From an optimization exercise on the open Yosys and OpenROAD flow, aimed at small area, a short achievable clock period and few clock cycles per item; shortcuts taken in it are not production practice.
At most, simulation tests tie the RTL to the original design; equivalence was not proved.
Function not checked in runs 1 to 3: the RTL went through the layout flow alone.
Power is estimated from default activity; no workload was simulated.

==> design.v <==
`timescale 1ns / 1ps
package sfomd_pkg;
  localparam int unsigned FRAME_KEPT = 7;
  localparam int unsigned WRAP_SLOTS = 33;
  localparam logic [7:0]  END_BYTE   = 8'h80;
  localparam logic [1:0]  CFG_PWM_PERIOD    = 2'd0;
  localparam logic [1:0]  CFG_ROTATION_GAIN = 2'd1;
  localparam logic [1:0]  CFG_BRAKE_BELOW   = 2'd2;
  localparam logic [15:0] PWM_PERIOD_RST    = 16'd1473;
  localparam logic [2:0]  ROTATION_GAIN_RST = 3'd1;
  localparam logic [7:0]  BRAKE_BELOW_RST   = 8'd50;
endpackage
`timescale 1ns / 1ps
module sfomd_benc (
  input  logic [2:0] dg,
  input  logic       s,
  output logic [2:0] ctl
);
  logic one, two;
  assign one = dg[1] ^ dg[0];
  assign two = (dg == 3'b011) || (dg == 3'b100);
  assign ctl = {one, two, (dg[2] ^ s) && (one || two)};
endmodule
module sfomd_mul (
  input  logic [15:0] period,
  input  logic [2:0]  ctl0, ctl1, ctl2, ctl3,    
  input  logic        ph,
  input  logic [28:0] acc_s, acc_c,
  output logic [28:0] sum_s, sum_c
);
  logic [17:0] r0, r1, r2;
  logic [16:0] r3;
  logic        n0, n1, n2;
  assign n0 = ctl0[0];
  assign n1 = ctl1[0];
  assign n2 = ctl2[0];
  assign r0 = ((ctl0[2] ? {2'b00, period} : 18'd0) | (ctl0[1] ? {1'b0, period, 1'b0} : 18'd0)) ^ {18{n0}};
  assign r1 = ((ctl1[2] ? {2'b00, period} : 18'd0) | (ctl1[1] ? {1'b0, period, 1'b0} : 18'd0)) ^ {18{n1}};
  assign r2 = ((ctl2[2] ? {2'b00, period} : 18'd0) | (ctl2[1] ? {1'b0, period, 1'b0} : 18'd0)) ^ {18{n2}};
  assign r3 = (ctl3[2] ? {1'b0, period} : 17'd0) | (ctl3[1] ? {period, 1'b0} : 17'd0);
  logic [28:0] op0, op1, op2, op3, op4;
  assign op0 = {9'd0, ~r0[17], r0[17], r0[17], r0[16:0]};
  assign op1 = {8'd0, 1'b1, ~r1[17], r1[16:0], 1'b0, n0};
  assign op2 = {7'h7f, ~r2[17], r2[16:0], 1'b0, n1, 2'b00};
  assign op3 = ph ? {acc_s[22:0], 1'b0, n2, 4'b0000}
                  : {6'd0, r3, 1'b0, n2, 4'b0000};
  assign op4 = ph ? {acc_c[22:0], 6'd0} : 29'd0;
  logic [28:0] s1, c1, s2, c2;
  assign s1    = op0 ^ op1 ^ op2;
  assign c1    = {((op0 & op1) | (op0 & op2) | (op1 & op2)), 1'b0};
  assign s2    = s1 ^ c1 ^ op3;
  assign c2    = {((s1 & c1) | (s1 & op3) | (c1 & op3)), 1'b0};
  assign sum_s = s2 ^ c2 ^ op4;
  assign sum_c = {((s2 & c2) | (s2 & op4) | (c2 & op4)), 1'b0};
endmodule
module sfomd_duty
(
  input  logic [28:0] x,
  output logic [15:0] duty
);
  logic [7:0] a2, a1, a0;
  logic       sat;
  logic [8:0] u, u1, u2, l;
  logic [9:0] t;
  logic       ge1, ge2;
  logic [7:0] h;
  assign a2  = x[23:16];
  assign a1  = x[15:8];
  assign a0  = x[7:0];
  assign sat = (x[28:24] != '0) || (a2 == 8'hff);
  assign u   = {1'b0, a2} + {1'b0, a1};
  assign u1  = u + 9'd1;
  assign u2  = u + 9'd2;
  assign t   = {2'b00, a2} + {2'b00, a1} + {2'b00, a0};
  assign ge1 = (t >= 10'd255);
  assign ge2 = (t >= 10'd510);
  assign l   = ge2 ? u2 : (ge1 ? u1 : u);
  assign h   = l[8] ? a2 + 8'd1 : a2;
  assign duty = sat ? 16'hffff : {h, l[7:0]};
endmodule
`timescale 1ns / 1ps
module serial_frame_to_omni_motor_drive
(
  input  logic                   clk,
  input  logic                   rst_n,
  input  logic                   in_valid,
  output logic                   in_ready,
  input  logic [7:0]             in_data,
  output logic                   out_valid,
  input  logic                   out_ready,
  output logic [1:0]             out_motor_index,
  output logic                   out_forward_pin,
  output logic                   out_reverse_pin,
  output logic [15:0]            out_duty,
  output logic                   out_status_led,
  output logic                   out_last,
  input  logic                   cfg_we,
  input  logic [1:0]             cfg_index,
  input  logic [15:0]            cfg_data
);
  logic [15:0] period_r;
  logic [2:0]  gain_r;
  logic [7:0]  brake_r;
  logic [7:0]  slot_r [sfomd_pkg::FRAME_KEPT];
  logic [5:0]  pos_r;
  logic [6:0]  pos_inc;
  logic        in_ready_r;
  logic        jp_r;
  logic        cap_v;
  logic [1:0]  mw_r;
  logic [7:0]  cx_r, cy_r;
  logic signed [13:0] turn_r;
  logic        m_v, m_ph;
  logic signed [13:0] m_r;
  logic        acc_v;
  logic [28:0] acc_s, acc_c;
  logic        a_fwd, a_rev;
  logic        x_v;
  logic [28:0] x_r;
  logic        x_fwd, x_rev;
  logic        out_valid_r;
  logic [1:0]  o_idx;
  logic        o_fwd, o_rev, o_led, o_last;
  logic [15:0] o_duty;
  logic accept, end_acc, out_free, deliver, x_free, do_c, do_a, do_b, do_mix, mix_last, judge;
  logic jp_nxt, cap_v_nxt, cap_g_nxt, m_v_nxt, m_ph_nxt, jposs_nxt;
  logic [1:0] mw_nxt;
  assign accept   = in_valid && in_ready_r;
  assign end_acc  = accept && (in_data == sfomd_pkg::END_BYTE);
  assign out_free = !out_valid_r || out_ready;
  assign deliver  = x_v && out_free;
  assign x_free   = !x_v || deliver;
  assign do_c     = acc_v && x_free;
  assign do_a     = m_v && !m_ph && (!acc_v || do_c);
  assign do_b     = m_v && m_ph;
  assign do_mix   = cap_v && (!m_v || do_b);
  assign mix_last = do_mix && (mw_r == 2'd3);
  assign judge    = jp_r && (!cap_v || mix_last);
  logic [6:0]  sum7;
  logic        good;
  logic signed [10:0] s4;
  logic signed [13:0] turn;
  assign sum7 = slot_r[0][6:0] + slot_r[1][6:0] + slot_r[2][6:0]
              + slot_r[3][6:0] + slot_r[4][6:0] + slot_r[5][6:0];
  assign good = (slot_r[6] == {1'b0, sum7});
  assign s4   = $signed({1'b0, slot_r[4], 2'b00}) - 11'sd255;
  assign turn = $signed({1'b0, gain_r}) * s4;
  logic [7:0]  sb;
  logic signed [10:0] sv;
  logic signed [13:0] v;
  assign sb   = mw_r[0] ? cy_r : cx_r;
  assign sv   = $signed({1'b0, sb, 2'b00}) - 11'sd255;
  assign v    = mw_r[1] ? (turn_r - 14'(sv)) : (turn_r + 14'(sv));
  logic [28:0] prod_s, prod_c;
  logic        brk;
  logic [14:0] vx_mix, vx_m;
  logic [2:0]  ctl_r [4];
  logic [2:0]  ctl_mix [4];
  logic [2:0]  ctl_lo [3];
  assign vx_mix = {v, 1'b0};
  assign vx_m   = {m_r, 1'b0};
  for (genvar k = 0; k < 4; k++) begin : g_enc_hi
    sfomd_benc u_enc (.dg(vx_mix[2*(k+3) +: 3]), .s(v[13]), .ctl(ctl_mix[k]));
  end
  for (genvar k = 0; k < 3; k++) begin : g_enc_lo
    sfomd_benc u_enc (.dg(vx_m[2*k +: 3]), .s(m_r[13]), .ctl(ctl_lo[k]));
  end
  sfomd_mul u_mul (
    .period (period_r),
    .ctl0   (ctl_r[0]),
    .ctl1   (ctl_r[1]),
    .ctl2   (ctl_r[2]),
    .ctl3   (ctl_r[3]),
    .ph     (m_ph),
    .acc_s  (acc_s),
    .acc_c  (acc_c),
    .sum_s  (prod_s),
    .sum_c  (prod_c)
  );
  assign brk = m_r[13] ? ($signed(m_r) > -$signed({6'd0, brake_r}))
                       : ($signed(m_r) <  $signed({6'd0, brake_r}));
  logic [15:0] duty;
  sfomd_duty u_duty (
    .x    (x_r),
    .duty (duty)
  );
  assign pos_inc   = {1'b0, pos_r} + 7'd1;
  assign jp_nxt    = end_acc || (jp_r && !judge);
  assign cap_v_nxt = judge ? good : (mix_last ? 1'b0 : cap_v);
  assign mw_nxt    = do_mix ? mw_r + 2'd1 : mw_r;
  assign m_v_nxt   = do_mix ? 1'b1 : (do_b ? 1'b0 : m_v);
  assign m_ph_nxt  = do_mix ? 1'b0 : (do_a ? 1'b1 : m_ph);
  assign cap_g_nxt = judge || (cap_v && !mix_last);
  assign jposs_nxt = !cap_g_nxt || ((mw_nxt == 2'd3) && (!m_v_nxt || m_ph_nxt));
  always_ff @(posedge clk) begin
    if (!rst_n) begin
      period_r    <= sfomd_pkg::PWM_PERIOD_RST;
      gain_r      <= sfomd_pkg::ROTATION_GAIN_RST;
      brake_r     <= sfomd_pkg::BRAKE_BELOW_RST;
      for (int i = 0; i < sfomd_pkg::FRAME_KEPT; i++) slot_r[i] <= '0;
      pos_r       <= '0;
      in_ready_r  <= 1'b1;
      jp_r        <= 1'b0;
      cap_v       <= 1'b0;
      mw_r        <= '0;
      m_v         <= 1'b0;
      m_ph        <= 1'b0;
      acc_v       <= 1'b0;
      x_v         <= 1'b0;
      out_valid_r <= 1'b0;
      o_idx       <= 2'd3;
      o_led       <= 1'b0;
    end else begin
      if (cfg_we) begin
        case (cfg_index)
          sfomd_pkg::CFG_PWM_PERIOD:    period_r <= cfg_data;
          sfomd_pkg::CFG_ROTATION_GAIN: gain_r   <= cfg_data[2:0];
          sfomd_pkg::CFG_BRAKE_BELOW:   brake_r  <= cfg_data[7:0];
          default: ;
        endcase
      end
      if (accept) begin
        if (pos_r < 6'(sfomd_pkg::FRAME_KEPT)) slot_r[pos_r[2:0]] <= in_data;
        if (in_data == sfomd_pkg::END_BYTE || pos_inc >= 7'(sfomd_pkg::WRAP_SLOTS)) begin
          pos_r <= '0;
        end else begin
          pos_r <= pos_inc[5:0];
        end
      end
      jp_r       <= jp_nxt;
      in_ready_r <= !(jp_nxt && !jposs_nxt);
      cap_v      <= cap_v_nxt;
      mw_r       <= mw_nxt;
      m_v        <= m_v_nxt;
      m_ph       <= m_ph_nxt;
      if (do_b) begin
        acc_v <= 1'b1;
      end else if (do_c) begin
        acc_v <= 1'b0;
      end
      if (do_c) begin
        x_v <= 1'b1;
      end else if (deliver) begin
        x_v <= 1'b0;
      end
      if (deliver) begin
        out_valid_r <= 1'b1;
        o_idx       <= o_idx + 2'd1;
        if (o_idx == 2'd3) o_led <= !o_led;
      end else if (out_ready) begin
        out_valid_r <= 1'b0;
      end
    end
  end
  always_ff @(posedge clk) begin
    if (judge) begin
      cx_r   <= slot_r[2];
      cy_r   <= slot_r[3];
      turn_r <= turn;
    end
    if (do_mix) begin
      m_r   <= v;
      for (int k = 0; k < 4; k++) ctl_r[k] <= ctl_mix[k];
    end else if (do_a) begin
      for (int k = 0; k < 3; k++) ctl_r[k] <= ctl_lo[k];
      ctl_r[3] <= 3'b000;
    end
    if (do_a || do_b) begin
      acc_s <= prod_s;
      acc_c <= prod_c;
    end
    if (do_b) begin
      a_fwd <= brk || !m_r[13];
      a_rev <= brk || m_r[13];
    end
    if (do_c) begin
      x_r   <= acc_s + acc_c;
      x_fwd <= a_fwd;
      x_rev <= a_rev;
    end
    if (deliver) begin
      o_fwd  <= x_fwd;
      o_rev  <= x_rev;
      o_duty <= duty;
      o_last <= (o_idx == 2'd2);
    end
  end
  assign in_ready        = in_ready_r;
  assign out_valid       = out_valid_r;
  assign out_motor_index = o_idx;
  assign out_forward_pin = o_fwd;
  assign out_reverse_pin = o_rev;
  assign out_duty        = o_duty;
  assign out_status_led  = o_led;
  assign out_last        = o_last;
endmodule
==> run.sh <==
#!/bin/bash
# synth_recipe.tcl (not shown) runs the flow's synth.tcl, then flattens the netlist and writes it again
# the make line also repeats each setting of config.mk as NAME=value (left out here)
make -C /OpenROAD-flow-scripts/flow DESIGN_CONFIG=/design/flow/config.mk WORK_HOME=/design/flow/orfs CLKGATE_MAP_FILE= SYNTH_SCRIPT=/design/flow/synth_recipe.tcl finish
==> config.mk <==
export PLATFORM = sky130hd
export DESIGN_NAME = serial_frame_to_omni_motor_drive
export DESIGN_NICKNAME = serial_frame_to_omni_motor_drive
export VERILOG_FILES = /design/flow/design.v
export SDC_FILE = /design/flow/constraint.sdc
export NUM_CORES = 4
export LEC_CHECK = 0
export CAP_MARGIN = 20
export CORE_MARGIN = 2
export CORE_UTILIZATION = 40
export SETUP_SLACK_MARGIN = 3.5
export SLEW_MARGIN = 20
==> constraint.sdc <==
create_clock -name core_clock -period 7.0 [get_ports {clk}]
set_input_delay 1.4000 -clock core_clock [delete_from_list [all_inputs] [get_ports {clk}]]
set_output_delay 1.4000 -clock core_clock [all_outputs]
set_load 0.01 [all_outputs]
==> flow_metrics.py, run 1 <==
metrics = {
    "place": {
        "place.gp.congestion": 0.821,
        "numPortBuffers": 54,
        "dp_hpwl_um": 29000,
    },
    "cells_and_area": {
        "finalNetCount": 1966,
        "fill_cells": 3962,
        "n_antenna_cell": 0,
        "syn_to_final_growth_pct": 17.6,
        "drive_gt1_frac": 0.131,
        "multi_input_area_sq_um": 10100,
        "seqCellArea_sq_um": 7280,
    },
    "synth": {
        "synthAdderAreaFrac": 0.193,
        "synth_top_family_by_area": "adder cells",
        "synth_most_common_cell": "edfxtp_1",
        "synth_seq_cells": 260,
        "syn_inst": 1640,
        "synth_nets": 1892,
        "synth-xor-area-share": 0.0731,
        "synth_area_leaders": "edfxtp_1, fa_1, ha_1",
        "ys_warn_count": 5,
        "ys.flop_type": "edfxtp_1",
        "ys_types": 75,
        "async_reset_ff_frac": 0,
        "synth-compound-area-share": 0.127,
        "synth_edf_count": 206,
        "ys_seq_area_frac": 0.413,
        "synth_top_cells_by_count": "edfxtp_1, inv_1, nand2_1, ha_1, xnor2_1",
        "yosysTopAreaCell": "edfxtp_1",
        "avgSynthCellArea_sq_um": 10.7,
        "synth-simple-area-share": 0.124,
        "syn-cell-area_sq_um": 17600,
        "synth_top_area_share": 0.351,
        "synthMuxAreaShare": 0.0213,
    },
    "critical_path": {
        "cp_max_fo": 5,
        "cp.required_ns": 7.32,
        "crit_path_top_delay_cell": "edfxtp_1",
        "crit_start": "x_r[16]",
        "r2r_start": "x_r[16]",
        "cp_slowest_stage_delay_ns": 0.41,
        "crit_path_cell_trace": "ha_2 > fa_2 > a21oi_4 > o2111ai_4 > xor2_4 > ha_4 > a21o_1 > o2111ai_1 > and4bb_2 > nand4b_1 > o311ai_4 > a211oi_4 > nand3_4 > o31a_1 > or3b_1",
        "r2r_end": "o_duty[13]",
        "crit_path_end": "o_duty[13]",
        "cp.arrival_ns": 4.58,
        "worst_setup_path_start_kind": "flop",
        "critPathCaptureType": "flop",
        "worstSetupPathType": "flop to flop",
        "ff2ff_path_depth": 15,
        "rrSetupSlack_ns": 2.75,
    },
    "clocking": {
        "clk-insertion-delay-late_ns": 0.60,
        "clkSinkCount": 260,
        "cts_tree": "yes",
        "clk_pin_slew_ns": 0.06,
        "cts.htree.levels": 1,
        "cts_buffer_depth": 3,
        "cts_buffers": 31,
        "root_buffer": "clkbuf_16",
    },
    "timing": {
        "hold_ws_ns": 0.421,
        "setup_tns_ns": 0,
        "rsz0062_at_grt": "yes",
        "setup_viol": 0,
        "min_period_ns": 4.25,
        "max_freq_ghz": 0.235,
        "finClkSkew_ns": 0.0318,
        "fin_crit_sh": 0.608,
        "maxSlewHeadroom": 0.296,
        "max_slew.worst_pin.slew_ns": 1.05,
        "slew_violations": 0,
        "finalHoldViolations": 0,
    },
    "global_route": {
        "grt_max_degree": 62,
        "grt_pass1_wl_um": 64000,
        "grt_usage": 0.175,
        "grt_overflow": 0,
        "grt_pass1_vias": 12100,
        "antenna_found_initial": 1,
    },
    "outcome": {
        "status": "finished clean",
    },
    "die": {
        "dieArea_sq_um": 45700,
        "die_w_um": 214,
        "die_h_um": 214,
        "initial_utilization": 0.407,
        "std_cell_rows": 76,
        "ios": 55,
        "fp.coreArea_sq_um": 43300,
    },
    "drt": {
        "drt_iter0_drc": 627,
        "wl_per_cell_um": 16.8,
        "drc_errors": 0,
        "drt-pass1-iter-count": 5,
        "viasPerCell": 5.13,
        "antenna_left": 0,
        "vias": 11900,
        "drt-total-wl_um": 39100,
    },
    "power_and_ir_drop": {
        "peakVddDrop_mv": 0.200,
        "p_per_area_nw_per_um2": 180,
        "power.leakage_nw": 8.01,
    },
    "worst_hold_path": {
        "hp-class": "flop to flop",
    },
    "flow_run": {
        "maxCapViolCount": 0,
    },
}
==> cells in the final DEF (no fill, tap or decap), types with 51 or more instances in the layout <==
| cell | synthesis | layout |
|---|---|---|
| a22oi_1 | 61 | 61 |
| and2_1 | 61 | 61 |
| buf_4 | 0 | 54 |
| clkdlybuf4s50_1 | 0 | 53 |
| dfxtp_1 | 54 | 51 |
| edfxtp_1 | 206 | 206 |
| fa_1 | 85 | 83 |
| ha_1 | 136 | 124 |
| inv_1 | 146 | 144 |
| nand2_1 | 144 | 140 |
| nor2_1 | 69 | 68 |
| o21ai_0 | 62 | 52 |
| xnor2_1 | 115 | 105 |
==> layer usage <==
metal / wire (um) / up-vias / global-route usage
li1: - / 5909 / -
met1: 18300 / 5723 / 0.241
met2: 18000 / 239 / 0.286
met3: 1980 / 47 / 0.0328
met4: 763 / 0 / 0.0429
met5: 0 / - / 0
==> sequential cells by signal, summed over array words and instances, names as in the netlist, 3 cells and up <==
signal and count:
slot_r 53, acc_s 29, x_r 29, acc_c 25, o_duty 16, period_r 16, m_r 14, turn_r 14
ctl_r 11, brake_r 8, cx_r 8, cy_r 8, pos_r 6, gain_r 3
==> worst min-delay path by stage <==
stage | start | endpoint | slack (ns) | cells past startpoint
after floorplan | slot_r[2][7] | cx_r[7] | 0.40 | 0
after global placement | slot_r[3][7] | cy_r[7] | 0.40 | 0
after detailed placement | a_rev | x_rev | 0.41 | 0
after CTS | a_rev | x_rev | 0.42 | 0
after global routing | a_rev | x_rev | 0.44 | 0
final | a_rev | x_rev | 0.42 | 0
==> metrics by stage <==
step	setup WS (ns)	utilization	power, mW	instance area, sq um	instances
floorplan	2.87	-	2.03	17700	1640
global placement	2.32	0.432	2.13	18700	2212
detailed placement	2.24	0.433	2.14	18700	2212
CTS	2.74	0.467	3.76	20200	2301
global route	2.51	0.478	3.90	20700	2324
finish	2.75	0.478	3.73	20700	2324
==> kinds of logic after synthesis <==
kind of cell | count (synthesis)
simple gates | 434
mux | 37
xor+xnor | 147
compound gates | 317
buf+inv | 224
fa+ha+maj | 221
flops | 260
==> worst max-delay path, delay by kind of cell (launching register included) <==
family          cells  cell delay [ns]
compound gates      7             1.54
simple gates        4             0.92
fa+ha+maj           3             0.86
flops               1             0.41
xor+xnor            1             0.25
==> power breakdown <==
part / internal, mW / total (mW) / switching [mW]
clock network: 0.929 / 1.59 / 0.659
registers: 1.68 / 1.71 / 0.0268
logic: 0.209 / 0.430 / 0.221
==> area by class of cell <==
class	instances	share of cell area
clock inverters	17	0.00641
clock buffers	41	0.0428
inverters	149	0.0271
well taps	585	0.0354
repair buffers	116	0.0508
flip-flops and latches	260	0.351
multi-input cells	1156	0.486
==> repair_timing <==
action                                  CTS  global route
endpoints found under the setup margin   41            51
gates resized for setup                  52            56
setup buffers                            31            21
hold buffers                              0             0
pin swaps                                34            35
endpoints found under the hold margin     0             0
==> inputs of run 2 (changes only) <==
--- a/design.v
+++ b/design.v
@@ -56,14 +56,13 @@
 module sfomd_duty
 (
   input  logic [28:0] x,
-  output logic [15:0] duty
+  output logic [17:0] part    
 );
   logic [7:0] a2, a1, a0;
   logic       sat;
   logic [8:0] u, u1, u2, l;
   logic [9:0] t;
   logic       ge1, ge2;
-  logic [7:0] h;
   assign a2  = x[23:16];
   assign a1  = x[15:8];
   assign a0  = x[7:0];
@@ -74,8 +73,19 @@
   assign t   = {2'b00, a2} + {2'b00, a1} + {2'b00, a0};
   assign ge1 = (t >= 10'd255);
   assign ge2 = (t >= 10'd510);
-  assign l   = ge2 ? u2 : (ge1 ? u1 : u);
-  assign h   = l[8] ? a2 + 8'd1 : a2;
+  assign l    = ge2 ? u2 : (ge1 ? u1 : u);
+  assign part = {sat, a2, l};
+endmodule
+module sfomd_duty_fin
+(
+  input  logic [17:0] part,
+  output logic [15:0] duty
+);
+  logic       sat;
+  logic [7:0] a2, h;
+  logic [8:0] l;
+  assign {sat, a2, l} = part;
+  assign h    = l[8] ? a2 + 8'd1 : a2;
   assign duty = sat ? 16'hffff : {h, l[7:0]};
 endmodule
 `timescale 1ns / 1ps
@@ -108,27 +118,30 @@
   logic        jp_r;
   logic        cap_v;
   logic [1:0]  mw_r;
-  logic [7:0]  cx_r, cy_r;
+  logic [7:0]  op_r, oth_r;
   logic signed [13:0] turn_r;
   logic        m_v, m_ph;
   logic signed [13:0] m_r;
+  logic [2:0]  ctl_r [4];
   logic        acc_v;
   logic [28:0] acc_s, acc_c;
   logic        a_fwd, a_rev;
-  logic        x_v;
+  logic        x_v, x_ph;
   logic [28:0] x_r;
   logic        x_fwd, x_rev;
   logic        out_valid_r;
   logic [1:0]  o_idx;
   logic        o_fwd, o_rev, o_led, o_last;
   logic [15:0] o_duty;
-  logic accept, end_acc, out_free, deliver, x_free, do_c, do_a, do_b, do_mix, mix_last, judge;
+  logic accept, end_acc, out_free, deliver, do_d1, x_free, do_c, do_a, do_b;
+  logic do_mix, mix_last, judge;
   logic jp_nxt, cap_v_nxt, cap_g_nxt, m_v_nxt, m_ph_nxt, jposs_nxt;
   logic [1:0] mw_nxt;
   assign accept   = in_valid && in_ready_r;
   assign end_acc  = accept && (in_data == sfomd_pkg::END_BYTE);
   assign out_free = !out_valid_r || out_ready;
-  assign deliver  = x_v && out_free;
+  assign deliver  = x_v && x_ph && out_free;
+  assign do_d1    = x_v && !x_ph;
   assign x_free   = !x_v || deliver;
   assign do_c     = acc_v && x_free;
   assign do_a     = m_v && !m_ph && (!acc_v || do_c);
@@ -136,25 +149,36 @@
   assign do_mix   = cap_v && (!m_v || do_b);
   assign mix_last = do_mix && (mw_r == 2'd3);
   assign judge    = jp_r && (!cap_v || mix_last);
-  logic [6:0]  sum7;
+  logic [6:0]  k0, k1, k2, k3, k4, k5, k6;
+  logic [6:0]  ks1, kc1, ks2, kc2, ks3, kc3, ks4, kc4, ka, kb;
   logic        good;
   logic signed [10:0] s4;
   logic signed [13:0] turn;
-  assign sum7 = slot_r[0][6:0] + slot_r[1][6:0] + slot_r[2][6:0]
-              + slot_r[3][6:0] + slot_r[4][6:0] + slot_r[5][6:0];
-  assign good = (slot_r[6] == {1'b0, sum7});
+  assign k0  = slot_r[0][6:0];
+  assign k1  = slot_r[1][6:0];
+  assign k2  = slot_r[2][6:0];
+  assign k3  = slot_r[3][6:0];
+  assign k4  = slot_r[4][6:0];
+  assign k5  = slot_r[5][6:0];
+  assign k6  = ~slot_r[6][6:0];
+  assign ks1 = k0 ^ k1 ^ k2;
+  assign kc1 = {((k0 & k1) | (k0 & k2) | (k1 & k2)), 1'b0};
+  assign ks2 = k3 ^ k4 ^ k5;
+  assign kc2 = {((k3 & k4) | (k3 & k5) | (k4 & k5)), 1'b0};
+  assign ks3 = ks1 ^ kc1 ^ ks2;
+  assign kc3 = {((ks1 & kc1) | (ks1 & ks2) | (kc1 & ks2)), 1'b0};
+  assign ks4 = ks3 ^ kc3 ^ kc2;
+  assign kc4 = {((ks3 & kc3) | (ks3 & kc2) | (kc3 & kc2)), 1'b0};
+  assign ka  = ks4 ^ kc4 ^ k6;
+  assign kb  = {((ks4 & kc4) | (ks4 & k6) | (kc4 & k6)), 1'b0};
+  assign good = !slot_r[6][7] && ((ka ^ kb) == 7'h7f);
   assign s4   = $signed({1'b0, slot_r[4], 2'b00}) - 11'sd255;
   assign turn = $signed({1'b0, gain_r}) * s4;
-  logic [7:0]  sb;
   logic signed [10:0] sv;
   logic signed [13:0] v;
-  assign sb   = mw_r[0] ? cy_r : cx_r;
-  assign sv   = $signed({1'b0, sb, 2'b00}) - 11'sd255;
-  assign v    = mw_r[1] ? (turn_r - 14'(sv)) : (turn_r + 14'(sv));
-  logic [28:0] prod_s, prod_c;
-  logic        brk;
+  assign sv = $signed({1'b0, op_r, 2'b00}) - 11'sd255;
+  assign v  = mw_r[1] ? (turn_r - 14'(sv)) : (turn_r + 14'(sv));
   logic [14:0] vx_mix, vx_m;
-  logic [2:0]  ctl_r [4];
   logic [2:0]  ctl_mix [4];
   logic [2:0]  ctl_lo [3];
   assign vx_mix = {v, 1'b0};
@@ -165,6 +189,8 @@
   for (genvar k = 0; k < 3; k++) begin : g_enc_lo
     sfomd_benc u_enc (.dg(vx_m[2*k +: 3]), .s(m_r[13]), .ctl(ctl_lo[k]));
   end
+  logic [28:0] prod_s, prod_c;
+  logic        brk;
   sfomd_mul u_mul (
     .period (period_r),
     .ctl0   (ctl_r[0]),
@@ -179,9 +205,14 @@
   );
   assign brk = m_r[13] ? ($signed(m_r) > -$signed({6'd0, brake_r}))
                        : ($signed(m_r) <  $signed({6'd0, brake_r}));
+  logic [17:0] part;
   logic [15:0] duty;
   sfomd_duty u_duty (
     .x    (x_r),
+    .part (part)
+  );
+  sfomd_duty_fin u_duty_fin (
+    .part (x_r[17:0]),
     .duty (duty)
   );
   assign pos_inc   = {1'b0, pos_r} + 7'd1;
@@ -207,6 +238,7 @@
       m_ph        <= 1'b0;
       acc_v       <= 1'b0;
       x_v         <= 1'b0;
+      x_ph        <= 1'b0;
       out_valid_r <= 1'b0;
       o_idx       <= 2'd3;
       o_led       <= 1'b0;
@@ -239,9 +271,11 @@
         acc_v <= 1'b0;
       end
       if (do_c) begin
-        x_v <= 1'b1;
-      end else if (deliver) begin
-        x_v <= 1'b0;
+        x_v  <= 1'b1;
+        x_ph <= 1'b0;
+      end else begin
+        if (deliver) x_v <= 1'b0;
+        if (do_d1)   x_ph <= 1'b1;
       end
       if (deliver) begin
         out_valid_r <= 1'b1;
@@ -254,12 +288,15 @@
   end
   always_ff @(posedge clk) begin
     if (judge) begin
-      cx_r   <= slot_r[2];
-      cy_r   <= slot_r[3];
+      op_r   <= slot_r[2];
+      oth_r  <= slot_r[3];
       turn_r <= turn;
+    end else if (do_mix) begin
+      op_r   <= oth_r;
+      oth_r  <= op_r;
     end
     if (do_mix) begin
-      m_r   <= v;
+      m_r <= v;
       for (int k = 0; k < 4; k++) ctl_r[k] <= ctl_mix[k];
     end else if (do_a) begin
       for (int k = 0; k < 3; k++) ctl_r[k] <= ctl_lo[k];
@@ -277,6 +314,8 @@
       x_r   <= acc_s + acc_c;
       x_fwd <= a_fwd;
       x_rev <= a_rev;
+    end else if (do_d1) begin
+      x_r[17:0] <= part;
     end
     if (deliver) begin
       o_fwd  <= x_fwd;
==> run 2 against run 1 <==
Clock power rose by 9%. Critical endpoint is now x_r[4]. Register-to-register slack improved by 0.23 ns. First-iteration DRC count rose by 42%. Via count rose by 2.4%.
==> flow_metrics.py, run 2 <==
metrics = {
    "synth": {
        "synth_edf_count": 206,
        "synth_most_common_cell": "edfxtp_1",
        "yosysTopAreaCell": "edfxtp_1",
        "synth_top_cells_by_count": "edfxtp_1, inv_1, nand2_1, ha_1, xnor2_1",
        "synth_area_leaders": "edfxtp_1, fa_1, ha_1",
        "synth_seq_cells": 261,
        "avgSynthCellArea_sq_um": 10.5,
        "synth_nets": 1953,
        "ys_types": 76,
        "ys_seq_area_frac": 0.409,
        "syn-cell-area_sq_um": 17800,
        "ys_warn_count": 5,
        "syn_inst": 1700,
        "async_reset_ff_frac": 0,
        "synth_top_area_share": 0.347,
        "ys.flop_type": "edfxtp_1",
    },
    "critical_path": {
        "critPathCaptureType": "flop",
        "crit_path_cell_trace": "ha_1 > a21o_1 > a21oi_2 > nor2_2 > o31a_1 > o31ai_2 > xnor2_2 > ha_1 > and2_4 > a31oi_4 > nor3_4 > a21oi_2 > a2bb2oi_4 > mux2_4 > or4_1 > a31oi_1",
        "cp.arrival_ns": 4.44,
        "cp_max_fo": 6,
        "cp.required_ns": 7.41,
        "worst_setup_path_start_kind": "flop",
        "crit_path_top_delay_cell": "edfxtp_1",
        "worstSetupPathType": "flop to flop",
        "cp_slowest_stage_delay_ns": 0.44,
    },
    "timing": {
        "finalHoldViolations": 0,
        "setup_viol": 0,
        "maxSlewHeadroom": 0.367,
        "max_slew.worst_pin.slew_ns": 0.943,
        "finClkSkew_ns": 0.00833,
        "rsz0062_at_grt": "yes",
        "setup_tns_ns": 0,
        "max_freq_ghz": 0.248,
        "slew_violations": 0,
        "min_period_ns": 4.03,
        "hold_ws_ns": 0.418,
        "fin_crit_sh": 0.576,
    },
    "power_and_ir_drop": {
        "switchingPower_mw": 0.865,
        "peakVddDrop_mv": 0.186,
        "p_per_area_nw_per_um2": 185,
        "p_sw_frac": 0.227,
        "p_clk_frac": 0.453,
        "internal_power_mw": 2.95,
        "p_comb_frac": 0.097,
        "seq_power_share": 0.450,
        "power.leakage_nw": 8.17,
    },
    "drt": {
        "wl_per_cell_um": 16.5,
        "drt_iter0_drc": 889,
        "drc_errors": 0,
        "drt-total-wl_um": 39200,
        "drt-pass1-iter-count": 5,
        "vias": 12200,
        "viasPerCell": 5.13,
        "antenna_left": 0,
    },
    "global_route": {
        "grt_pass1_vias": 12400,
        "grt_usage": 0.169,
        "grt_overflow": 0,
        "antenna_found_initial": 0,
        "grt_pass1_wl_um": 64300,
        "grt_max_degree": 64,
    },
    "die": {
        "dieArea_sq_um": 46200,
        "die_h_um": 215,
        "ios": 55,
        "std_cell_rows": 77,
        "fp.coreArea_sq_um": 44000,
        "initial_utilization": 0.404,
        "die_w_um": 215,
    },
    "cells_and_area": {
        "layout_commonest_cell": "edfxtp_1",
        "fill_cells": 4088,
        "top_regs": "slot_r (53), acc_s (29), x_r (29)",
        "final_cell_mix": "edfxtp_1, inv_1, nand2_1, ha_1, xnor2_1",
        "seqCellArea_sq_um": 7290,
        "top_register": "slot_r",
        "finalNetCount": 2017,
        "post-route-cell-area_sq_um": 20600,
        "syn_to_final_growth_pct": 16.0,
        "drive_gt1_frac": 0.114,
        "largest_reg_flops": 53,
        "multi_input_area_sq_um": 9940,
        "n_antenna_cell": 0,
    },
    "place": {
        "postPlaceCellArea_sq_um": 18900,
        "place.gp.congestion": 0.860,
        "dp_hpwl_um": 29300,
        "numPortBuffers": 54,
    },
    "clocking": {
        "root_buffer": "clkbuf_16",
        "clkSinkCount": 261,
        "cts_buffer_depth": 3,
        "cts.htree.levels": 1,
        "clk_pin_slew_ns": 0.06,
        "cts_hold_buf": 0,
        "cts_tree": "yes",
        "clk-insertion-delay-late_ns": 0.57,
        "cts_buffers": 30,
    },
    "outcome": {
        "status": "finished clean",
    },
    "worst_hold_path": {
        "hp-class": "flop to flop",
    },
    "flow_run": {
        "maxCapViolCount": 0,
    },
}
## run 2: timing repair
action                     4_1_cts  5_1_grt
buffers inserted                20       23
setup endpoints to repair       47       36
resized for setup               20       48
cloned                           0        0
pin swaps                       18       27
## run 2: area by class of cell
| class | count | area share |
|---|---|---|
| multi-input combinational | 1191 | 0.482 |
| sequential | 261 | 0.353 |
| timing repair buffer | 103 | 0.0441 |
| clock buffer | 37 | 0.0396 |
| tap | 592 | 0.0359 |
| inverter | 177 | 0.0322 |
| clock inverter | 18 | 0.0133 |
## run 2: kinds of logic after synthesis
family | after synthesis | synth area share
AND/OR/NAND/NOR | 454 | 0.127
AO/OA/AOI/OAI | 321 | 0.119
flip-flops | 261 | 0.409
buffers and inverters | 248 | 0.0527
adder cells (fa/ha/maj) | 222 | 0.193
XOR/XNOR | 159 | 0.0786
multiplexers | 35 | 0.0209
## run 2: per-stage QoR
step,setup WS [ns],power [mW],std cells,util
2_1_floorplan,3.04,2.01,1700,-
3_3_place_gp,2.58,2.11,2281,0.429
6_report,2.97,3.81,2379,0.469
5_1_grt,2.82,3.97,2379,0.469
4_1_cts,3.02,3.86,2356,0.459
3_5_place_dp,2.52,2.11,2281,0.429
## run 2: power groups by stage
stage / combinational (mW) / sequential, mW / clock [mW]
2_1_floorplan: 0.277 / 1.73 / 0
3_3_place_gp: 0.358 / 1.75 / 0
3_5_place_dp: 0.364 / 1.75 / 0
4_1_cts: 0.375 / 1.71 / 1.77
5_1_grt: 0.429 / 1.72 / 1.82
6_report: 0.369 / 1.71 / 1.73
## run 2: final timing paths
path / slack, ns / end / from / cells after the start
hold reg to reg: 0.42 / x_rev / a_rev / 0
hold / removal: 0.42 / x_rev / a_rev / 0
setup reg to reg: 2.97 / x_r[4] / x_r[17] / 16
setup / recovery: 2.97 / x_r[4] / x_r[17] / 16
## run 2: per-layer routing
metal	global-route usage	vias up	share of wire
met3	0.0194	49	0.032
met5	0	-	0
met4	0.0414	0	0.022
met1	0.213	5954	0.44
li1	-	5999	-
met2	0.309	206	0.50
## run 2: worst max-delay path: cells and delay by family (launching register included)
family / cells / cell delay [ns]
DFF: 1 / 0.44
adders and majority gates: 2 / 0.67
AOI/OAI and AO/OA: 8 / 1.44
and+or+nand+nor: 4 / 0.85
muxes: 1 / 0.35
xor gates and xnor gates: 1 / 0.11
==> inputs of run 3 (changes only) <==
--- a/design.v
+++ b/design.v
@@ -61,7 +61,9 @@
   logic [7:0] a2, a1, a0;
   logic       sat;
   logic [8:0] u, u1, u2, l;
-  logic [9:0] t;
+  logic [7:0] ts;
+  logic [8:0] tc;
+  logic [9:0] e1, e2;
   logic       ge1, ge2;
   assign a2  = x[23:16];
   assign a1  = x[15:8];
@@ -70,9 +72,12 @@
   assign u   = {1'b0, a2} + {1'b0, a1};
   assign u1  = u + 9'd1;
   assign u2  = u + 9'd2;
-  assign t   = {2'b00, a2} + {2'b00, a1} + {2'b00, a0};
-  assign ge1 = (t >= 10'd255);
-  assign ge2 = (t >= 10'd510);
+  assign ts  = a2 ^ a1 ^ a0;
+  assign tc  = {((a2 & a1) | (a2 & a0) | (a1 & a0)), 1'b0};
+  assign e1  = {2'b00, ts} + {1'b0, tc} + 10'd1;
+  assign e2  = {2'b00, ts} + {1'b0, tc} + 10'd2;
+  assign ge1 = e1[9] || e1[8];
+  assign ge2 = e2[9];
   assign l    = ge2 ? u2 : (ge1 ? u1 : u);
   assign part = {sat, a2, l};
 endmodule
==> run 3 against run 2 <==
First-iteration DRC count decreased by 34%. Sequential power about the same. Via count increased by 1.5%. Register-to-register slack improved by 0.44 ns. Hold slack improved by 0.0069 ns. Synthesized cell count increased by 2.7%. Sequential share of layout area about the same. Setup slack improved by 0.44 ns. Clock skew increased by 0.0081 ns. Highest routed layer unchanged.
==> flow_metrics.py, run 3 <==
metrics = {
    "cells_and_area": {
        "top_regs": "slot_r (53), acc_s (29), x_r (29)",
        "seqCellArea_sq_um": 7290,
        "layout_commonest_cell": "edfxtp_1",
        "final_cell_mix": "edfxtp_1, inv_1, nand2_1, ha_1, xnor2_1",
        "drive_gt1_frac": 0.0866,
        "largest_reg_flops": 53,
        "syn_to_final_growth_pct": 13.2,
        "top_register": "slot_r",
        "multi_input_area_sq_um": 10100,
        "finalNetCount": 2049,
        "post-route-cell-area_sq_um": 20600,
        "n_antenna_cell": 0,
        "fill_cells": 4159,
    },
    "critical_path": {
        "worstSetupPathType": "flop to flop",
        "crit_path_top_delay_cell": "edfxtp_1",
        "cp.arrival_ns": 4.03,
        "crit_path_cell_trace": "fa_1 > ha_2 > inv_2 > fa_2 > nor2b_4 > o31a_1 > o311a_1 > a211o_4 > a31oi_4 > o221ai_4 > or3b_1 > nand3_1",
        "cp.required_ns": 7.44,
        "ff2ff_path_depth": 12,
        "cp_max_fo": 7,
        "worst_setup_path_start_kind": "flop",
        "critPathCaptureType": "flop",
        "cp_slowest_stage_delay_ns": 0.54,
    },
    "global_route": {
        "grt_pass1_vias": 12600,
        "busiest_layer": "met2",
        "grt_overflow": 0,
        "grt_max_degree": 64,
        "met1_usage": 0.211,
        "met2_usage": 0.310,
        "antenna_found_initial": 0,
        "grt_pass1_wl_um": 65200,
        "grtUsageMet3": 0.0206,
        "grt_usage": 0.171,
    },
    "place": {
        "postPlaceCellArea_sq_um": 19300,
        "pre_cts_ws_ns": 2.56,
        "numPortBuffers": 54,
        "dp_hpwl_um": 30000,
        "place.gp.congestion": 0.854,
    },
    "clocking": {
        "cts_tree": "yes",
        "clk_pin_slew_ns": 0.06,
        "clk-insertion-delay-late_ns": 0.58,
        "cts_buffer_depth": 3,
        "root_buffer": "clkbuf_16",
        "clkSinkCount": 261,
        "cts_buffers": 31,
        "cts.htree.levels": 1,
    },
    "worst_hold_path": {
        "hp-class": "flop to flop",
        "worstHoldPathCells": 0,
    },
    "drt": {
        "drt_iter0_drc": 588,
        "antenna_left": 0,
        "wl_per_cell_um": 16.5,
        "drt-pass1-iter-count": 5,
        "viasPerCell": 5.14,
        "drc_errors": 0,
        "vias": 12400,
        "drt-total-wl_um": 39800,
    },
    "die": {
        "std_cell_rows": 78,
        "die_w_um": 217,
        "initial_utilization": 0.403,
        "dieArea_sq_um": 47300,
        "die_h_um": 217,
        "fp.coreArea_sq_um": 45200,
        "ios": 55,
    },
    "timing": {
        "min_period_ns": 3.59,
        "max_freq_ghz": 0.279,
        "maxSlewHeadroom": 0.245,
        "finClkSkew_ns": 0.0164,
        "setup_ws_ns": 3.41,
        "setup_tns_ns": 0,
        "slew_violations": 0,
        "rsz0062_at_grt": "yes",
        "max_slew.worst_pin.slew_ns": 1.13,
        "finalHoldViolations": 0,
        "setup_viol": 0,
        "fin_crit_sh": 0.513,
    },
    "synth": {
        "ys_warn_count": 5,
        "async_reset_ff_frac": 0,
        "ys_types": 80,
        "syn_inst": 1746,
        "synth_area_leaders": "edfxtp_1, fa_1, ha_1",
        "synth_nets": 2006,
        "synth_seq_cells": 261,
        "ys.flop_type": "edfxtp_1",
        "avgSynthCellArea_sq_um": 10.4,
        "yosysTopAreaCell": "edfxtp_1",
        "synth_most_common_cell": "edfxtp_1",
        "syn-cell-area_sq_um": 18200,
        "synth_top_cells_by_count": "edfxtp_1, inv_1, nand2_1, ha_1, xnor2_1",
        "ys_seq_area_frac": 0.400,
        "synth_edf_count": 206,
        "synth_top_area_share": 0.339,
    },
    "power_and_ir_drop": {
        "p_per_area_nw_per_um2": 178,
        "power.leakage_nw": 8.20,
        "peakVddDrop_mv": 0.197,
        "finalPower_mw": 3.67,
    },
    "flow_run": {
        "maxCapViolCount": 0,
    },
    "outcome": {
        "status": "finished clean",
    },
}
run 3: area by class of cell:
cell class / instances / area share
repair buffers: 88 / 0.0385
multi-input cells: 1221 / 0.490
well taps: 600 / 0.0364
clock inverters: 18 / 0.00685
clock buffers: 39 / 0.0405
flip-flops and latches: 261 / 0.353
inverters: 186 / 0.0343
run 3: path summary, 6_finish.rpt:
| kind | from | end | slack [ns] |
|---|---|---|---|
| setup / recovery | x_r[8] | x_r[5] | 3.41 |
| hold / removal | a_fwd | x_fwd | 0.42 |
| hold reg to reg | a_fwd | x_fwd | 0.42 |
| setup reg to reg | x_r[8] | x_r[5] | 3.41 |
run 3: through the flow:
| step | hold slack [ns] | std cells | utilization |
|---|---|---|---|
| after global routing | 0.438 | 2413 | 0.457 |
| after floorplan | 0.400 | 1746 | - |
| final | 0.425 | 2413 | 0.457 |
| after CTS | 0.430 | 2405 | 0.453 |
| after detailed placement | 0.414 | 2330 | 0.427 |
| after global placement | 0.410 | 2330 | 0.427 |
run 3: cells by family (layout without fill, tap and decap cells):
family,after synthesis,in the layout,synth area share
AOI/OAI and AO/OA,318,318,0.120
muxes,40,40,0.0230
and+or+nand+nor,481,481,0.132
xor gates and xnor gates,153,153,0.0740
DFF,261,261,0.400
adders and majority gates,229,229,0.197
buffers and inverters,264,331,0.0545
run 3: report_power, final:
group | internal (mW) | leakage (nW) | total (mW) | switching, mW
Sequential | 1.69 | 2.34 | 1.72 | 0.0251
Combinational | 0.188 | 5.39 | 0.406 | 0.218
Clock | 0.885 | 0.478 | 1.54 | 0.659
run 3: timing repair:
action	in CTS	in global routing
endpoints found under the hold margin	0	0
pin swaps	23	20
resized for setup	19	20
setup endpoints to repair	19	28
buffers inserted	18	8
hold buffers	0	0
run 3: layer usage:
metal  vias to the layer above  routed length, um
met1                      5965              17300
met2                       213              20100
met3                        66               1270
met4                         0               1120
met5                         -                  0
li1                       6153                  -
run 3: critical path: cells and delay by family, from the launching register on:
kind	cells	cell delay (ns)
flip-flops	1	0.54
adder cells (fa/ha/maj)	3	0.93
AND/OR/NAND/NOR	3	0.53
AO/OA/AOI/OAI	5	1.40
buffers and inverters	1	0.06
==> inputs of run 4 (changes only) <==
--- a/design.v
+++ b/design.v
@@ -56,40 +56,43 @@
 module sfomd_duty
 (
   input  logic [28:0] x,
-  output logic [17:0] part    
+  output logic [19:0] part    
 );
   logic [7:0] a2, a1, a0;
   logic       sat;
-  logic [8:0] u, u1, u2, l;
+  logic [8:0] u;
   logic [7:0] ts;
   logic [8:0] tc;
-  logic [9:0] e1, e2;
-  logic       ge1, ge2;
+  logic       g71, p71, ge1, ge2;
   assign a2  = x[23:16];
   assign a1  = x[15:8];
   assign a0  = x[7:0];
   assign sat = (x[28:24] != '0) || (a2 == 8'hff);
   assign u   = {1'b0, a2} + {1'b0, a1};
-  assign u1  = u + 9'd1;
-  assign u2  = u + 9'd2;
   assign ts  = a2 ^ a1 ^ a0;
   assign tc  = {((a2 & a1) | (a2 & a0) | (a1 & a0)), 1'b0};
-  assign e1  = {2'b00, ts} + {1'b0, tc} + 10'd1;
-  assign e2  = {2'b00, ts} + {1'b0, tc} + 10'd2;
-  assign ge1 = e1[9] || e1[8];
-  assign ge2 = e2[9];
-  assign l    = ge2 ? u2 : (ge1 ? u1 : u);
-  assign part = {sat, a2, l};
+  always_comb begin
+    g71 = 1'b0;
+    p71 = 1'b1;
+    for (int i = 1; i < 8; i++) begin
+      g71 = (ts[i] & tc[i]) | ((ts[i] | tc[i]) & g71);
+      p71 = p71 & (ts[i] | tc[i]);
+    end
+  end
+  assign ge1  = tc[8] | g71 | (p71 & ts[0]);
+  assign ge2  = tc[8] & (g71 | p71);
+  assign part = {sat, ge2, ge1, a2, u};
 endmodule
 module sfomd_duty_fin
 (
-  input  logic [17:0] part,
+  input  logic [19:0] part,
   output logic [15:0] duty
 );
-  logic       sat;
+  logic       sat, ge2, ge1;
   logic [7:0] a2, h;
-  logic [8:0] l;
-  assign {sat, a2, l} = part;
+  logic [8:0] u, l;
+  assign {sat, ge2, ge1, a2, u} = part;
+  assign l    = ge2 ? u + 9'd2 : (ge1 ? u + 9'd1 : u);
   assign h    = l[8] ? a2 + 8'd1 : a2;
   assign duty = sat ? 16'hffff : {h, l[7:0]};
 endmodule
@@ -154,8 +157,8 @@
   assign do_mix   = cap_v && (!m_v || do_b);
   assign mix_last = do_mix && (mw_r == 2'd3);
   assign judge    = jp_r && (!cap_v || mix_last);
-  logic [6:0]  k0, k1, k2, k3, k4, k5, k6;
-  logic [6:0]  ks1, kc1, ks2, kc2, ks3, kc3, ks4, kc4, ka, kb;
+  logic [6:0]  k0, k1, k2, k3, k4, k5, kk;
+  logic [6:0]  ks1, kc1, ks2, kc2, ks3, kc3, ka, kb, kq, kg;
   logic        good;
   logic signed [10:0] s4;
   logic signed [13:0] turn;
@@ -165,18 +168,18 @@
   assign k3  = slot_r[3][6:0];
   assign k4  = slot_r[4][6:0];
   assign k5  = slot_r[5][6:0];
-  assign k6  = ~slot_r[6][6:0];
+  assign kk  = slot_r[6][6:0];
   assign ks1 = k0 ^ k1 ^ k2;
   assign kc1 = {((k0 & k1) | (k0 & k2) | (k1 & k2)), 1'b0};
   assign ks2 = k3 ^ k4 ^ k5;
   assign kc2 = {((k3 & k4) | (k3 & k5) | (k4 & k5)), 1'b0};
   assign ks3 = ks1 ^ kc1 ^ ks2;
   assign kc3 = {((ks1 & kc1) | (ks1 & ks2) | (kc1 & ks2)), 1'b0};
-  assign ks4 = ks3 ^ kc3 ^ kc2;
-  assign kc4 = {((ks3 & kc3) | (ks3 & kc2) | (kc3 & kc2)), 1'b0};
-  assign ka  = ks4 ^ kc4 ^ k6;
-  assign kb  = {((ks4 & kc4) | (ks4 & k6) | (kc4 & k6)), 1'b0};
-  assign good = !slot_r[6][7] && ((ka ^ kb) == 7'h7f);
+  assign ka  = ks3 ^ kc3 ^ kc2;
+  assign kb  = {((ks3 & kc3) | (ks3 & kc2) | (kc3 & kc2)), 1'b0};
+  assign kq  = ka ^ kb ^ kk;
+  assign kg  = (ka & kb) | ((ka ^ kb) & ~kk);
+  assign good = !slot_r[6][7] && !kq[0] && (kg[5:0] == kq[6:1]);
   assign s4   = $signed({1'b0, slot_r[4], 2'b00}) - 11'sd255;
   assign turn = $signed({1'b0, gain_r}) * s4;
   logic signed [10:0] sv;
@@ -210,14 +213,14 @@
   );
   assign brk = m_r[13] ? ($signed(m_r) > -$signed({6'd0, brake_r}))
                        : ($signed(m_r) <  $signed({6'd0, brake_r}));
-  logic [17:0] part;
+  logic [19:0] part;
   logic [15:0] duty;
   sfomd_duty u_duty (
     .x    (x_r),
     .part (part)
   );
   sfomd_duty_fin u_duty_fin (
-    .part (x_r[17:0]),
+    .part (x_r[19:0]),
     .duty (duty)
   );
   assign pos_inc   = {1'b0, pos_r} + 7'd1;
@@ -320,7 +323,7 @@
       x_fwd <= a_fwd;
       x_rev <= a_rev;
     end else if (do_d1) begin
-      x_r[17:0] <= part;
+      x_r[19:0] <= part;
     end
     if (deliver) begin
       o_fwd  <= x_fwd;
==> run 4 against run 3 <==
Non-clock buffer count down 18. Sequential share of layout area up 1.1 points. Critical path depth unchanged. Synthesized area is 2.7% lower. Synthesized cell count is 3.2% lower. Cell count fell by 3.5%. Critical path type unchanged. Register-to-register slack improved by 0.11 ns. Utilization fell by 0.16 points. Global-route usage decreased by 0.050 points. Flip-flop and latch count stayed put. Maximum frequency grew 3.0%.
==> flow_metrics.py, run 4 <==
metrics = {
    "clocking": {
        "clkSinkCount": 261,
        "clk_pin_slew_ns": 0.06,
        "cts_buffer_depth": 3,
        "cts_buffers": 30,
        "clk-insertion-delay-late_ns": 0.58,
        "root_buffer": "clkbuf_16",
        "cts_tree": "yes",
        "cts.htree.levels": 1,
    },
    "synth": {
        "ys_types": 68,
        "async_reset_ff_frac": 0,
        "synthAdderAreaFrac": 0.196,
        "ys_warn_count": 6,
        "synth-compound-area-share": 0.118,
        "synth_top_area_share": 0.349,
        "synth_edf_count": 206,
        "synth_top_cells_by_count": "edfxtp_1, nand2_1, inv_1, ha_1, xnor2_1",
        "yosysTopAreaCell": "edfxtp_1",
        "synth-xor-area-share": 0.0741,
        "syn-cell-area_sq_um": 17700,
        "synth_nets": 1942,
        "synth_most_common_cell": "edfxtp_1",
        "synthMuxAreaShare": 0.0183,
        "synth-simple-area-share": 0.129,
        "avgSynthCellArea_sq_um": 10.5,
        "synth_area_leaders": "edfxtp_1, fa_1, ha_1",
        "synth_seq_cells": 261,
        "syn_inst": 1690,
        "ys.flop_type": "edfxtp_1",
        "ys_seq_area_frac": 0.411,
        "synth_top_family_by_area": "adder cells",
    },
    "timing": {
        "finClkSkew_ns": 0.0268,
        "slew_violations": 0,
        "rsz0062_at_grt": "yes",
        "setup_tns_ns": 0,
        "fin_crit_sh": 0.498,
        "maxSlewHeadroom": 0.342,
        "hold_ws_ns": 0.420,
        "min_period_ns": 3.48,
        "max_slew.worst_pin.slew_ns": 0.977,
        "finalHoldViolations": 0,
        "setup_viol": 0,
        "max_freq_ghz": 0.287,
        "setup_ws_ns": 3.52,
    },
    "power_and_ir_drop": {
        "power.leakage_nw": 7.86,
        "finalPower_mw": 3.82,
        "p_per_area_nw_per_um2": 191,
        "peakVddDrop_mv": 0.185,
    },
    "place": {
        "pre_cts_ws_ns": 2.86,
        "dp_hpwl_um": 29800,
        "place.gp.congestion": 0.884,
        "dp_cells": 2265,
        "postPlaceCellArea_sq_um": 18800,
        "numPortBuffers": 54,
    },
    "global_route": {
        "grt_usage": 0.170,
        "grt_pass1_wl_um": 63800,
        "grt_overflow": 0,
        "antenna_found_initial": 1,
        "grt_pass1_vias": 12200,
        "grt_max_degree": 64,
    },
    "flow_run": {
        "maxCapViolCount": 0,
    },
    "cells_and_area": {
        "top_register": "slot_r",
        "syn_to_final_growth_pct": 13.0,
        "fill_cells": 4126,
        "largest_reg_flops": 53,
        "post-route-util": 0.455,
        "finalNetCount": 1966,
        "top_regs": "slot_r (53), acc_s (29), x_r (29)",
        "post-route-cell-area_sq_um": 20000,
        "final_cell_mix": "edfxtp_1, nand2_1, inv_1, ha_1, xnor2_1",
        "n_antenna_cell": 0,
        "drive_gt1_frac": 0.0668,
        "multi_input_area_sq_um": 9600,
        "final_cells": 2329,
        "layout_commonest_cell": "edfxtp_1",
        "seqCellArea_sq_um": 7290,
    },
    "critical_path": {
        "worst_setup_path_start_kind": "flop",
        "cp_slowest_stage_delay_ns": 0.53,
        "cp.required_ns": 7.51,
        "crit_path_cell_trace": "buf_4 > fa_1 > inv_1 > fa_1 > inv_1 > fa_1 > inv_1 > fa_1 > xnor2_1 > nand4_1 > nor4_2 > o21a_1",
        "crit_path_top_delay_cell": "fa_1",
        "cp.arrival_ns": 4.00,
        "cp_top_family": "adder cells",
        "crit_buf_inv": 4,
        "worstSetupPathType": "flop to flop",
        "cp_max_fo": 3,
        "critPathCaptureType": "flop",
        "cp_common_cell": "fa_1",
    },
    "drt": {
        "drc_errors": 0,
        "viasPerCell": 5.19,
        "drt-total-wl_um": 39000,
        "vias": 12100,
        "wl_per_cell_um": 16.7,
        "drt-pass1-iter-count": 5,
        "antenna_left": 0,
        "drt_iter0_drc": 906,
    },
    "die": {
        "ios": 55,
        "initial_utilization": 0.403,
        "fp.coreArea_sq_um": 44000,
        "std_cell_rows": 77,
        "die_h_um": 215,
        "die_w_um": 215,
        "dieArea_sq_um": 46000,
    },
    "worst_hold_path": {
        "hp-class": "flop to flop",
    },
    "outcome": {
        "status": "finished clean",
    },
}
run 4: final cells by class:
cell class,count,share of cell area
Multi-Input combinational cell,1179,0.479
Sequential cell,261,0.364
Clock buffer,41,0.0421
Tap cell,592,0.0370
Timing Repair Buffer,70,0.0327
Inverter,171,0.0322
Clock inverter,14,0.0124
Timing Repair inverter,1,0.000250
run 4: worst paths after layout:
path | startpoint | to | slack, ns | cells past startpoint
worst max-delay path | slot_r[4][2] | cap_v | 3.52 | 12
worst min-delay path | a_rev | x_rev | 0.42 | 0
worst max register to register | slot_r[4][2] | cap_v | 3.52 | 12
worst min register to register | a_rev | x_rev | 0.42 | 0
run 4: repair_timing:
item	CTS	global route
setup buffers	6	2
resized for setup	6	22
gates cloned	0	1
hold buffers	0	0
endpoints found under the setup margin	27	45
endpoints found under the hold margin	0	0
pin swaps	5	12
run 4: logic make-up (layout without fill, tap and decap cells):
group | after synthesis | in the layout
compound gates | 319 | 319
xor+xnor | 150 | 150
fa+ha+maj | 221 | 221
buf+inv | 250 | 297
flops | 261 | 261
mux | 31 | 31
simple gates | 458 | 458
run 4: report_power, final:
part | internal [mW] | switching (mW) | total (mW)
combinational | 0.183 | 0.200 | 0.383
sequential | 1.69 | 0.0259 | 1.71
clock | 1.09 | 0.629 | 1.72
total | 2.97 | 0.855 | 3.82
run 4: worst register-to-register path, cell delays in order (launching register included):
cell and delay, ns:
edfxtp_1 0.45, buf_4 0.18, fa_1 0.47, inv_1 0.05, fa_1 0.48, inv_1 0.06
fa_1 0.53, inv_1 0.05, fa_1 0.51, xnor2_1 0.13, nand4_1 0.12, nor4_2 0.27
o21a_1 0.14
run 4: per-layer routing:
layer | vias up | global-route usage | part of all wire
li1 | 5897 | - | -
met1 | 5911 | 0.219 | 0.45
met2 | 208 | 0.302 | 0.49
met3 | 66 | 0.0218 | 0.034
met4 | 2 | 0.0428 | 0.024
met5 | - | 0 | 0.00033
Testbench counts of run 4, summed over its fixed seeds: cycles 3,184, frames 384.
==> inputs of run 5 (changes only) <==
--- a/config.mk
+++ b/config.mk
@@ -8,5 +8,6 @@
 export CAP_MARGIN = 20
 export CORE_MARGIN = 2
 export CORE_UTILIZATION = 40
+export CTS_BUF_LIST = sky130_fd_sc_hd__clkbuf_4 sky130_fd_sc_hd__clkbuf_8
 export SETUP_SLACK_MARGIN = 3.5
 export SLEW_MARGIN = 20
==> run 5 against run 4 <==
Critical endpoint unchanged. Sequential power hardly changed. Non-clock buffer count is 2 higher. First-iteration DRC count is 3.3% lower. Largest power group is now sequential cells. Clock skew rose by 0.010 ns. Utilization barely moved. Synthesized area is the same. Die area is the same. Power decreased by 3.1%.
==> flow_metrics.py, run 5 <==
metrics = {
    "cells_and_area": {
        "drive_gt1_frac": 0.0857,
        "fill_cells": 4137,
        "top_regs": "slot_r (53), acc_s (29), x_r (29)",
        "largest_reg_flops": 53,
        "finalNetCount": 1986,
        "post-route-cell-area_sq_um": 20000,
        "multi_input_area_sq_um": 9610,
        "layout_commonest_cell": "edfxtp_1",
        "seqCellArea_sq_um": 7290,
        "syn_to_final_growth_pct": 12.9,
        "top_register": "slot_r",
        "final_cell_mix": "edfxtp_1, nand2_1, inv_1, ha_1, xnor2_1",
        "n_antenna_cell": 0,
    },
    "drt": {
        "drt-total-wl_um": 39700,
        "drc_errors": 0,
        "viasPerCell": 5.15,
        "drt_iter0_drc": 876,
        "drt-pass1-iter-count": 6,
        "antenna_left": 0,
        "vias": 12200,
        "wl_per_cell_um": 16.8,
    },
    "die": {
        "fp.coreArea_sq_um": 44000,
        "ios": 55,
        "die_h_um": 215,
        "initial_utilization": 0.403,
        "std_cell_rows": 77,
        "dieArea_sq_um": 46000,
        "die_w_um": 215,
    },
    "critical_path": {
        "cp.required_ns": 7.51,
        "cp_max_fo": 2,
        "r2r_end": "cap_v",
        "ff2ff_path_depth": 11,
        "worstSetupPathType": "flop to flop",
        "r2r_start": "slot_r[4][5]",
        "rrSetupSlack_ns": 3.57,
        "cp.arrival_ns": 3.94,
        "worst_setup_path_start_kind": "flop",
        "critPathCaptureType": "flop",
    },
    "timing": {
        "setup_viol": 0,
        "maxSlewHeadroom": 0.338,
        "min_period_ns": 3.43,
        "setup_tns_ns": 0,
        "slew_violations": 0,
        "max_freq_ghz": 0.292,
        "rsz0062_at_grt": "yes",
        "finalHoldViolations": 0,
        "finClkSkew_ns": 0.0370,
        "max_slew.worst_pin.slew_ns": 0.982,
        "fin_crit_sh": 0.490,
    },
    "clocking": {
        "cts_buffers": 48,
        "clk-insertion-delay-late_ns": 0.63,
        "cts_tree": "yes",
        "cts_buffer_depth": 3,
        "cts.htree.levels": 2,
        "clkSinkCount": 261,
        "root_buffer": "clkbuf_8",
        "clk_pin_slew_ns": 0.06,
        "cts_hold_buf": 0,
    },
    "power_and_ir_drop": {
        "power.leakage_nw": 7.89,
        "p_per_area_nw_per_um2": 185,
        "finalPower_mw": 3.70,
        "peakVddDrop_mv": 0.137,
    },
    "global_route": {
        "grt_overflow": 0,
        "grt_pass1_wl_um": 64200,
        "grt_pass1_vias": 12300,
        "grt_max_degree": 64,
        "antenna_found_initial": 1,
        "grt_usage": 0.173,
    },
    "synth": {
        "syn-cell-area_sq_um": 17700,
        "ys_warn_count": 6,
        "ys_types": 68,
        "ys_seq_area_frac": 0.411,
        "synth_nets": 1942,
        "synth_area_leaders": "edfxtp_1, fa_1, ha_1",
        "synth_top_cells_by_count": "edfxtp_1, nand2_1, inv_1, ha_1, xnor2_1",
        "syn_inst": 1690,
        "async_reset_ff_frac": 0,
        "synth_seq_cells": 261,
        "synth_most_common_cell": "edfxtp_1",
        "ys.flop_type": "edfxtp_1",
        "synth_top_area_share": 0.349,
        "avgSynthCellArea_sq_um": 10.5,
        "yosysTopAreaCell": "edfxtp_1",
        "synth_edf_count": 206,
    },
    "worst_hold_path": {
        "holdCritStartpoint": "a_fwd",
        "min_to": "x_fwd",
        "worstHoldPathCells": 0,
        "hp-class": "flop to flop",
    },
    "place": {
        "postPlaceCellArea_sq_um": 18800,
        "place.gp.congestion": 0.884,
        "numPortBuffers": 54,
        "dp_hpwl_um": 29800,
    },
    "flow_run": {
        "maxCapViolCount": 0,
    },
    "outcome": {
        "status": "finished clean",
    },
}
## run 5: cell counts after synthesis
Identical to the previous run, type by type.
## run 5: worst max-delay path: stages (launching register included)
cell,delay (ns)
edfxtp_1,0.43
fa_1,0.55
fa_1,0.50
inv_1,0.05
fa_1,0.50
fa_2,0.38
xnor2_2,0.18
xnor2_1,0.15
xnor2_1,0.16
xnor2_1,0.19
nor4_2,0.06
o21a_1,0.17
## run 5: layer usage
layer,GRT usage,routed length [um],up-vias,share of wire
li1,-,-,5946,-
met1,0.217,17800,5941,0.45
met2,0.304,19600,222,0.49
met3,0.0264,1360,71,0.034
met4,0.0576,997,2,0.025
met5,0,13,-,0.00033
## run 5: per-stage QoR
stage,hold slack (ns),util,cells,worst slack [ns]
after floorplan,0.400,-,1690,3.53
after global placement,0.408,0.426,2265,2.93
after detailed placement,0.409,0.426,2265,2.86
after CTS,0.423,0.452,2361,3.51
after global routing,0.435,0.455,2366,3.45
final,0.419,0.455,2366,3.57
## run 5: kinds of logic after synthesis
family          count (synthesis)  share of synthesized area
compound gates                319                      0.118
xor+xnor                      150                     0.0741
fa+ha+maj                     221                      0.196
buf+inv                       250                     0.0531
flops                         261                      0.411
mux                            31                     0.0183
simple gates                  458                      0.129
## run 5: power by group
group          switching, mW  internal [mW]  total (mW)
Clock                  0.666          0.936        1.60
Sequential            0.0262           1.69        1.72
Combinational          0.201          0.184       0.385
Total                  0.893           2.81        3.70
## run 5: area by class of cell
type                    instances  area share
clock inverters                22      0.0119
repair inverters                1    0.000250
well taps                     592      0.0370
repair buffers                 72      0.0335
inverters                     171      0.0323
clock buffers                  68      0.0405
multi-input cells            1179       0.480
flip-flops and latches        261       0.364
## run 5: worst max-delay path by stage
stage	from	end	slack, ns
after global routing	slot_r[3][2]	cap_v	3.45
after detailed placement	in_valid	slot_r[4][5]	2.86
after global placement	in_valid	slot_r[4][7]	2.93
final	slot_r[4][5]	cap_v	3.57
after floorplan	mw_r[1]	ctl_r[3][2]	3.53
after CTS	slot_r[5][5]	cap_v	3.51
## run 5: repair_timing
item	in CTS	in global routing
setup buffers	6	4
pin swaps	6	10
setup endpoints to repair	11	44
gates cloned	0	1
gates resized for setup	6	22

-- static timing again, ports no longer ideal --
The results above use ideal ports. As a check the final layouts listed here were re-extracted and re-timed, cells and wires unchanged. Step 1 (the two cells are an assumption about what drives the block):
set clk [get_ports {clk}]
set_driving_cell -lib_cell sky130_fd_sc_hd__clkbuf_16 $clk
set_driving_cell -lib_cell sky130_fd_sc_hd__buf_2 [delete_from_list [all_inputs] $clk]
Step 2 also shifts input and output timing later by t, the mid clock arrival at the registers, as if the neighbouring blocks saw the same clock. Three values: ideal ports, drivers, drivers and shift; two values: the first two.
run | t, ns | setup WS [ns] | clock arrival spread, ns | worst register clock-pin slew, ns
run 1 | 0.638 | 2.745 / 2.745 / 2.745 | 0.034 / 0.034 | 0.06 / 0.06
run 2 | 0.619 | 2.971 / 2.971 / 2.971 | 0.009 / 0.009 | 0.06 / 0.06
run 3 | 0.624 | 3.410 / 3.410 / 3.077 | 0.017 / 0.016 | 0.06 / 0.06
run 4 | 0.615 | 3.516 / 3.516 / 3.041 | 0.029 / 0.029 | 0.06 / 0.06
run 5 | 0.660 | 3.573 / 3.573 / 3.044 | 0.044 / 0.044 | 0.07 / 0.07
After both steps every run listed still meets setup and hold. The setup slack of run 5, which loses most, moves by 0.000 ns with the drivers and by -0.529 ns with both steps.
